From an optimization exercise on the open Yosys and OpenROAD flow, aimed at small area, a short achievable clock period and few clock cycles; shortcuts taken in it are not production practice.

Settings: LEC_CHECK=0, CAP_MARGIN=20, CORE_MARGIN=2, CORE_UTILIZATION=40, SLEW_MARGIN=20; clock period 4.0 ns.
run.sh (not shown) runs the stock make flow with config.mk's settings and CLKGATE_MAP_FILE= SYNTH_SCRIPT=/design/flow/synth_recipe.tcl, a recipe that flattens the netlist after the stock synthesis.
The baseline finished but fails on negative setup slack.
Next try:
--- a/flow/design.v
+++ b/flow/design.v
@@ -3,14 +3,23 @@
 	localparam int BITS_PER_STAGE = 4;
 	localparam int ND = 10;
 	localparam int BW = 4 * (ND - 1) + 2;
 	function automatic logic [BW-1:0] dabble1(input logic [BW-1:0] b, input logic bit_in);
-		logic [4*ND-1:0] t;
-		t = {2'b00, b};
+		logic [BW-1:0] r;
+		logic          c;
+		c = bit_in;
 		for (int d = 0; d < ND - 1; d++) begin
-			if (t[d*4 +: 4] >= 4'd5) t[d*4 +: 4] = t[d*4 +: 4] + 4'd3;
-		end
-		dabble1 = {t[BW-2:0], bit_in};
+			logic d3, d2, d1, d0;
+			{d3, d2, d1, d0} = b[d*4 +: 4];
+			r[d*4]     = c;
+			r[d*4 + 1] = (!d3 && !d2 && d0) || (d2 && d1 && !d0) || (d3 && !d0);
+			r[d*4 + 2] = (d3 && !d0) || (!d2 && d1) || (d1 && d0);
+			r[d*4 + 3] = (d3 && d0) || (d2 && !d1 && !d0);
+			c = d3 || (d2 && (d1 || d0));
+		end
+		r[BW-2] = c;
+		r[BW-1] = b[BW-2];
+		dabble1 = r;
 	endfunction
 endpackage
 module sbda_conv #(
 	parameter int VALUE_WIDTH = sbda_pkg::VALUE_WIDTH_DEF
The new run ran to the end with no violations.
Clock-buffer cell count shrinks by 2.
Setup slack is better by 0.33 ns.
Wire length shrinks slightly.
Clock skew shrinks by 0.0046 ns.
Register-to-register slack is better by 0.57 ns.
Critical path depth shrinks by 8.
No run of this note included a check of the RTL's function; only the layout flow was run.

* * *

The RTL this note starts from:
==> flow/design.v <==
package sbda_pkg;
	localparam int VALUE_WIDTH_DEF = 32;
	localparam int BITS_PER_STAGE = 4;
	localparam int ND = 10;
	localparam int BW = 4 * (ND - 1) + 2;
	function automatic logic [BW-1:0] dabble1(input logic [BW-1:0] b, input logic bit_in);
		logic [BW-1:0] r;
		logic          c;
		c = bit_in;
		for (int d = 0; d < ND - 1; d++) begin
			logic d3, d2, d1, d0;
			{d3, d2, d1, d0} = b[d*4 +: 4];
			r[d*4]     = c;
			r[d*4 + 1] = (!d3 && !d2 && d0) || (d2 && d1 && !d0) || (d3 && !d0);
			r[d*4 + 2] = (d3 && !d0) || (!d2 && d1) || (d1 && d0);
			r[d*4 + 3] = (d3 && d0) || (d2 && !d1 && !d0);
			c = d3 || (d2 && (d1 || d0));
		end
		r[BW-2] = c;
		r[BW-1] = b[BW-2];
		dabble1 = r;
	endfunction
endpackage
module sbda_conv #(
	parameter int VALUE_WIDTH = sbda_pkg::VALUE_WIDTH_DEF
) (
	input  logic                          clk,
	input  logic                          arst_n,
	input  logic                          up_valid,
	output logic                          up_ready,
	input  logic [VALUE_WIDTH-1:0]        value,
	output logic                          dn_valid,
	input  logic                          dn_ready,
	output logic                          dn_neg,
	output logic [sbda_pkg::BW-1:0]       dn_bcd
);
	localparam int W  = VALUE_WIDTH;
	localparam int NN = W / 4;
	localparam int CW = $clog2(NN);
	localparam int BW = sbda_pkg::BW;
	logic          neg;
	logic [NN-1:0] nib_z, nib_f, low_z, nz;
	logic [CW-1:0] k0m1;
	logic          k0_z;
	logic [NN-1:0] above, top_oh, sel;
	logic [3:0]    f_nib;
	logic          f_bo;
	logic          f_busy;    
	logic          f_wait;    
	logic [CW-1:0] f_cnt;
	assign neg = value[W-1];
	always_comb begin
		for (int j = 0; j < NN; j++) begin
			nib_z[j] = (value[j*4 +: 4] == 4'h0);
			nib_f[j] = (value[j*4 +: 4] == 4'hF);
		end
		low_z[0] = 1'b1;
		for (int j = 1; j < NN; j++) low_z[j] = low_z[j-1] & nib_z[j-1];
		for (int j = 0; j < NN; j++)
			nz[j] = neg ? (!nib_f[j] || (!nib_z[j] && (j == 0 || nib_z[j == 0 ? 0 : j-1]))) : !nib_z[j];
		above[NN-1] = 1'b0;
		for (int j = NN - 2; j >= 0; j--) above[j] = above[j+1] | nz[j+1];
		for (int j = 0; j < NN; j++) begin
			top_oh[j] = (nz[j] || j == 0) && !above[j];
			sel[j]    = f_busy ? (f_cnt == CW'(j)) : top_oh[j];
		end
		k0_z  = !above[0];
		k0m1  = '0;
		f_nib = '0;
		f_bo  = 1'b0;
		for (int j = 0; j < NN; j++) begin
			if (top_oh[j]) k0m1 = k0m1 | CW'(j - 1);
			if (sel[j]) begin
				f_nib = f_nib | value[j*4 +: 4];
				f_bo  = f_bo | !low_z[j];
			end
		end
	end
	logic          c_v, c_first, c_last, c_neg, c_bo;
	logic [3:0]    c_nib;
	logic [BW-1:0] bcd;
	logic          d_done, d_neg;
	logic          d_accept, handoff, c_free, c_free_sure;
	logic          fetch_first, fetch_next;
	assign handoff     = d_done && dn_ready;
	assign d_accept    = c_v && (!d_done || dn_ready);
	assign c_free      = !c_v || d_accept;
	assign c_free_sure = !(c_v && c_first && d_done);
	assign fetch_first = up_valid && !f_busy && !f_wait && c_free;
	assign fetch_next  = f_busy && ((f_cnt == '0) ? c_free_sure : c_free);
	assign up_ready = f_wait || (f_busy && (f_cnt == '0) && c_free_sure);
	always_ff @(posedge clk or negedge arst_n) begin
		if (!arst_n) begin
			f_busy <= 1'b0;
			f_wait <= 1'b0;
			c_v    <= 1'b0;
			d_done <= 1'b0;
		end else begin
			if (f_wait) f_wait <= 1'b0;
			if (fetch_first) begin
				if (k0_z) f_wait <= 1'b1;
				else f_busy <= 1'b1;
			end else if (fetch_next && f_cnt == '0) begin
				f_busy <= 1'b0;
			end
			if (fetch_first || fetch_next) c_v <= 1'b1;
			else if (d_accept) c_v <= 1'b0;
			if (d_accept) d_done <= c_last;
			else if (handoff) d_done <= 1'b0;
		end
	end
	always_ff @(posedge clk) begin
		if (fetch_first) f_cnt <= k0m1;
		else if (fetch_next) f_cnt <= f_cnt - 1'b1;
		if (fetch_first || fetch_next) begin
			c_nib   <= f_nib;
			c_bo    <= f_bo;
			c_neg   <= neg;
			c_first <= fetch_first;
			c_last  <= f_busy ? (f_cnt == '0) : k0_z;
		end
	end
	logic [3:0]    mbits;
	logic [BW-1:0] b_nx, b_dd, b_fv;
	always_comb begin
		logic orb;
		orb = c_bo;
		for (int t = 0; t < 4; t++) begin
			mbits[t] = c_nib[t] ^ (c_neg & orb);
			orb = orb | c_nib[t];
		end
		b_dd = bcd;
		for (int t = 3; t >= 0; t--) b_dd = sbda_pkg::dabble1(b_dd, mbits[t]);
		b_fv = '0;
		b_fv[7:0] = (mbits >= 4'd10) ? {4'd1, mbits - 4'd10} : {4'd0, mbits};
		b_nx = c_first ? b_fv : b_dd;
	end
	always_ff @(posedge clk) begin
		if (d_accept) begin
			bcd <= b_nx;
			if (c_first) d_neg <= c_neg;
		end
	end
	assign dn_valid = d_done;
	assign dn_neg   = d_neg;
	assign dn_bcd   = bcd;
endmodule
module sbda_ser (
	input  logic                    clk,
	input  logic                    arst_n,
	input  logic                    up_valid,
	output logic                    up_ready,
	input  logic                    up_neg,
	input  logic [sbda_pkg::BW-1:0] up_bcd,
	output logic                    char_valid,
	input  logic                    char_ready,
	output logic [7:0]              character,
	output logic                    last
);
	localparam int ND = sbda_pkg::ND;
	localparam int BW = sbda_pkg::BW;
	logic          s_busy, s_neg, s_atl, s_at2;
	logic [3:0]    s_idx;
	logic [BW-1:0] s_bcd;
	logic          t_v;
	logic [3:0]    t_lo;
	logic          o_v, o_last;
	logic [3:0]    o_lo;
	logic          emit, emit_s, fin, early, load;
	logic [3:0]    lead, dig;
	logic [4*ND-1:0] bcd_ext;
	assign emit     = (s_busy || t_v) && (!o_v || char_ready);
	assign emit_s   = emit && !t_v;
	assign fin      = emit_s && s_atl;
	assign early    = emit_s && s_at2;
	assign up_ready = !s_busy || fin || early;
	assign load     = up_valid && up_ready;
	always_comb begin
		lead = 4'd0;
		for (int d = 0; d < ND - 1; d++) if (up_bcd[d*4 +: 4] != 4'd0) lead = 4'(d);
		if (up_bcd[BW-1:BW-2] != 2'd0) lead = 4'(ND - 1);
		bcd_ext = {2'b00, s_bcd};
		dig = bcd_ext[s_idx*4 +: 4];
	end
	always_ff @(posedge clk or negedge arst_n) begin
		if (!arst_n) begin
			s_busy <= 1'b0;
			t_v    <= 1'b0;
			o_v    <= 1'b0;
		end else begin
			if (load) s_busy <= 1'b1;
			else if (fin) s_busy <= 1'b0;
			if (load && early) t_v <= 1'b1;
			else if (emit) t_v <= 1'b0;
			if (emit) o_v <= 1'b1;
			else if (char_ready) o_v <= 1'b0;
		end
	end
	always_ff @(posedge clk) begin
		if (emit) begin
			o_lo   <= t_v ? t_lo : (s_neg ? 4'hD : dig);
			o_last <= t_v || s_atl;
		end
		if (load && early) t_lo <= s_bcd[3:0];
		if (load) begin
			s_neg <= up_neg;
			s_idx <= lead;
			s_bcd <= up_bcd;
			s_atl <= !up_neg && (lead == 4'd0);
			s_at2 <= up_neg ? (lead == 4'd0) : (lead == 4'd1);
		end else if (emit_s) begin
			if (s_neg) begin
				s_neg <= 1'b0;
				s_atl <= (s_idx == 4'd0);
				s_at2 <= (s_idx == 4'd1);
			end else begin
				s_idx <= s_idx - 1'b1;
				s_atl <= (s_idx == 4'd1);
				s_at2 <= (s_idx == 4'd2);
			end
		end
	end
	assign char_valid = o_v;
	assign character  = {3'b001, o_lo != 4'hD, o_lo};
	assign last       = o_last;
endmodule
module signed_binary_to_decimal_ascii_top #(
	parameter int VALUE_WIDTH = sbda_pkg::VALUE_WIDTH_DEF
) (
	input  logic                          clk,
	input  logic                          arst_n,
	input  logic                          value_valid,
	output logic                          value_ready,
	input  logic signed [VALUE_WIDTH-1:0] value,
	output logic                          char_valid,
	input  logic                          char_ready,
	output logic [7:0]                    character,
	output logic                          last
);
	logic                    cv_valid;
	logic                    cv_ready;
	logic                    cv_neg;
	logic [sbda_pkg::BW-1:0] cv_bcd;
	sbda_conv #(
		.VALUE_WIDTH(VALUE_WIDTH)
	) u_conv (
		.clk      (clk),
		.arst_n   (arst_n),
		.up_valid (value_valid),
		.up_ready (value_ready),
		.value    (value),
		.dn_valid (cv_valid),
		.dn_ready (cv_ready),
		.dn_neg   (cv_neg),
		.dn_bcd   (cv_bcd)
	);
	sbda_ser u_ser (
		.clk        (clk),
		.arst_n     (arst_n),
		.up_valid   (cv_valid),
		.up_ready   (cv_ready),
		.up_neg     (cv_neg),
		.up_bcd     (cv_bcd),
		.char_valid (char_valid),
		.char_ready (char_ready),
		.character  (character),
		.last       (last)
	);
endmodule
Settings: LEC_CHECK=0, ABC_AREA=1, CAP_MARGIN=20, CORE_MARGIN=2, CORE_UTILIZATION=40, CTS_BUF_LIST=sky130_fd_sc_hd__clkbuf_8, CTS_CLUSTER_DIAMETER=100, CTS_CLUSTER_SIZE=40, SETUP_SLACK_MARGIN=1.65, SLEW_MARGIN=20; clock period 4.0 ns.
standard.sh (not shown) runs the stock make flow with config.mk's settings and CLKGATE_MAP_FILE= SYNTH_SCRIPT=/design/flow/synth_recipe.tcl, a recipe that flattens the netlist after the stock synthesis.
==> flow/flow/run.sh <==
#!/bin/bash
# Standard layout, with the port buffers made from buf_4 cells instead of the default pick.
bash standard.sh BUFFER_PORTS_ARGS="-buffer_cell sky130_fd_sc_hd__buf_4" finish > standard.log 2>&1
Then changed:
--- a/flow/design.v
+++ b/flow/design.v
@@ -38,9 +38,9 @@
 	localparam int NN = W / 4;
 	localparam int CW = $clog2(NN);
 	localparam int BW = sbda_pkg::BW;
 	logic          neg;
-	logic [NN-1:0] nib_z, nib_f, low_z, nz;
+	logic [NN-1:0] nib_z, nib_f, low_z, nz_p, nz_n, above_p, above_n;
 	logic [CW-1:0] k0m1;
 	logic          k0_z;
 	logic [NN-1:0] above, top_oh, sel;
 	logic [3:0]    f_nib;
@@ -55,16 +55,23 @@
 			nib_f[j] = (value[j*4 +: 4] == 4'hF);
 		end
 		low_z[0] = 1'b1;
 		for (int j = 1; j < NN; j++) low_z[j] = low_z[j-1] & nib_z[j-1];
-		for (int j = 0; j < NN; j++)
-			nz[j] = neg ? (!nib_f[j] || (!nib_z[j] && (j == 0 || nib_z[j == 0 ? 0 : j-1]))) : !nib_z[j];
-		above[NN-1] = 1'b0;
-		for (int j = NN - 2; j >= 0; j--) above[j] = above[j+1] | nz[j+1];
-		for (int j = 0; j < NN; j++) begin
-			top_oh[j] = (nz[j] || j == 0) && !above[j];
+		for (int j = 0; j < NN; j++) begin
+			nz_p[j] = !nib_z[j];
+			nz_n[j] = !nib_f[j] || (!nib_z[j] && (j == 0 || nib_z[j == 0 ? 0 : j-1]));
+		end
+		above_p[NN-1] = 1'b0;
+		above_n[NN-1] = 1'b0;
+		for (int j = NN - 2; j >= 0; j--) begin
+			above_p[j] = above_p[j+1] | nz_p[j+1];
+			above_n[j] = above_n[j+1] | nz_n[j+1];
+		end
+		for (int j = 0; j < NN; j++) begin
+			top_oh[j] = neg ? ((nz_n[j] || j == 0) && !above_n[j]) : ((nz_p[j] || j == 0) && !above_p[j]);
 			sel[j]    = f_busy ? (f_cnt == CW'(j)) : top_oh[j];
 		end
+		above = neg ? above_n : above_p;
 		k0_z  = !above[0];
 		k0m1  = '0;
 		f_nib = '0;
 		f_bo  = 1'b0;
@@ -87,16 +94,30 @@
 	assign c_free      = !c_v || d_accept;
 	assign c_free_sure = !(c_v && c_first && d_done);
 	assign fetch_first = up_valid && !f_busy && !f_wait && c_free;
 	assign fetch_next  = f_busy && ((f_cnt == '0) ? c_free_sure : c_free);
-	assign up_ready = f_wait || (f_busy && (f_cnt == '0) && c_free_sure);
+	logic          rdy_q, rdy_nx;
+	logic          f_wait_nx, f_busy_nx, c_v_nx, c_first_nx, d_done_nx;
+	logic [CW-1:0] f_cnt_nx;
+	always_comb begin
+		f_wait_nx  = fetch_first && k0_z;
+		f_busy_nx  = fetch_first ? !k0_z : (f_busy && !(fetch_next && f_cnt == '0));
+		f_cnt_nx   = fetch_first ? k0m1 : (fetch_next ? f_cnt - 1'b1 : f_cnt);
+		c_v_nx     = (fetch_first || fetch_next) || (c_v && !d_accept);
+		c_first_nx = (fetch_first || fetch_next) ? fetch_first : c_first;
+		d_done_nx  = d_accept ? c_last : (d_done && !handoff);
+		rdy_nx     = f_wait_nx || (f_busy_nx && (f_cnt_nx == '0) && !(c_v_nx && c_first_nx && d_done_nx));
+	end
+	assign up_ready = rdy_q;
 	always_ff @(posedge clk or negedge arst_n) begin
 		if (!arst_n) begin
 			f_busy <= 1'b0;
 			f_wait <= 1'b0;
+			rdy_q  <= 1'b0;
 			c_v    <= 1'b0;
 			d_done <= 1'b0;
 		end else begin
+			rdy_q <= rdy_nx;
 			if (f_wait) f_wait <= 1'b0;
 			if (fetch_first) begin
 				if (k0_z) f_wait <= 1'b1;
 				else f_busy <= 1'b1;
@@ -163,9 +184,9 @@
 	logic [3:0]    s_idx;
 	logic [BW-1:0] s_bcd;
 	logic          t_v;
 	logic [3:0]    t_lo;
-	logic          o_v, o_last;
+	logic          o_v, o_b4, o_last;
 	logic [3:0]    o_lo;
 	logic          emit, emit_s, fin, early, load;
 	logic [3:0]    lead, dig;
 	logic [4*ND-1:0] bcd_ext;
@@ -197,8 +218,9 @@
 		end
 	end
 	always_ff @(posedge clk) begin
 		if (emit) begin
+			o_b4   <= t_v || !s_neg;
 			o_lo   <= t_v ? t_lo : (s_neg ? 4'hD : dig);
 			o_last <= t_v || s_atl;
 		end
 		if (load && early) t_lo <= s_bcd[3:0];
@@ -220,9 +242,9 @@
 			end
 		end
 	end
 	assign char_valid = o_v;
-	assign character  = {3'b001, o_lo != 4'hD, o_lo};
+	assign character  = {3'b001, o_b4, o_lo};
 	assign last       = o_last;
 endmodule
 module signed_binary_to_decimal_ascii_top #(
 	parameter int VALUE_WIDTH = sbda_pkg::VALUE_WIDTH_DEF
After rerunning: The changed run completed with no timing, DRC or antenna violations; synthesized area went up by 3.7%; routed wire length went up by 4.6%; worst hold slack loses 0.046 ns; setup slack gains 0.25 ns; register-to-register slack loses 0.04 ns; die area went up by 3.6%; final cell count went up by 2.1%; cell area went up by 6.9%; first-iteration DRC count stays flat; core utilization went up by 1.3 points; clock skew barely changes.
No functional check of the RTL was part of any run of this note.

==> what the ideal ports hide <==
How much do the figures lean on ideal ports? The routed layouts below were timed once more, with nothing changed but the port constraints. Step 1 sets driving cells, clkbuf_16 on the clock port and buf_2 on the other inputs (assumed; they add their load-dependent delay and slew). Step 2 times the ports against the registers' clock, not the clock port: input delays grow and output delays shrink by t, the midpoint of the rising clock arrivals with the driver on. Slacks: no drivers / after step 1 / after step 2; pairs: no drivers / after step 1.
run | t (ns) | setup WS [ns] | hold slack, ns
the first run of note 1 | 0.397 | -0.008 / -0.008 / -0.008 | 0.477 / 0.477 / 0.477
the second run of note 1 | 0.409 | 0.325 / 0.350 / -0.059 | 0.456 / 0.456 / 0.456
the first run of note 2 | 0.416 | 1.573 / 1.536 / 1.459 | 0.210 / 0.205 / 0.458
the second run of note 2 | 0.473 | 1.818 / 1.818 / 1.404 | 0.164 / 0.152 / 0.445
With both steps, setup timing fails in the second run of note 1, where it was met with ideal ports. For the second run of note 2, which loses most, drivers alone change the setup slack by 0.000 ns; drivers and shift together by -0.414 ns.
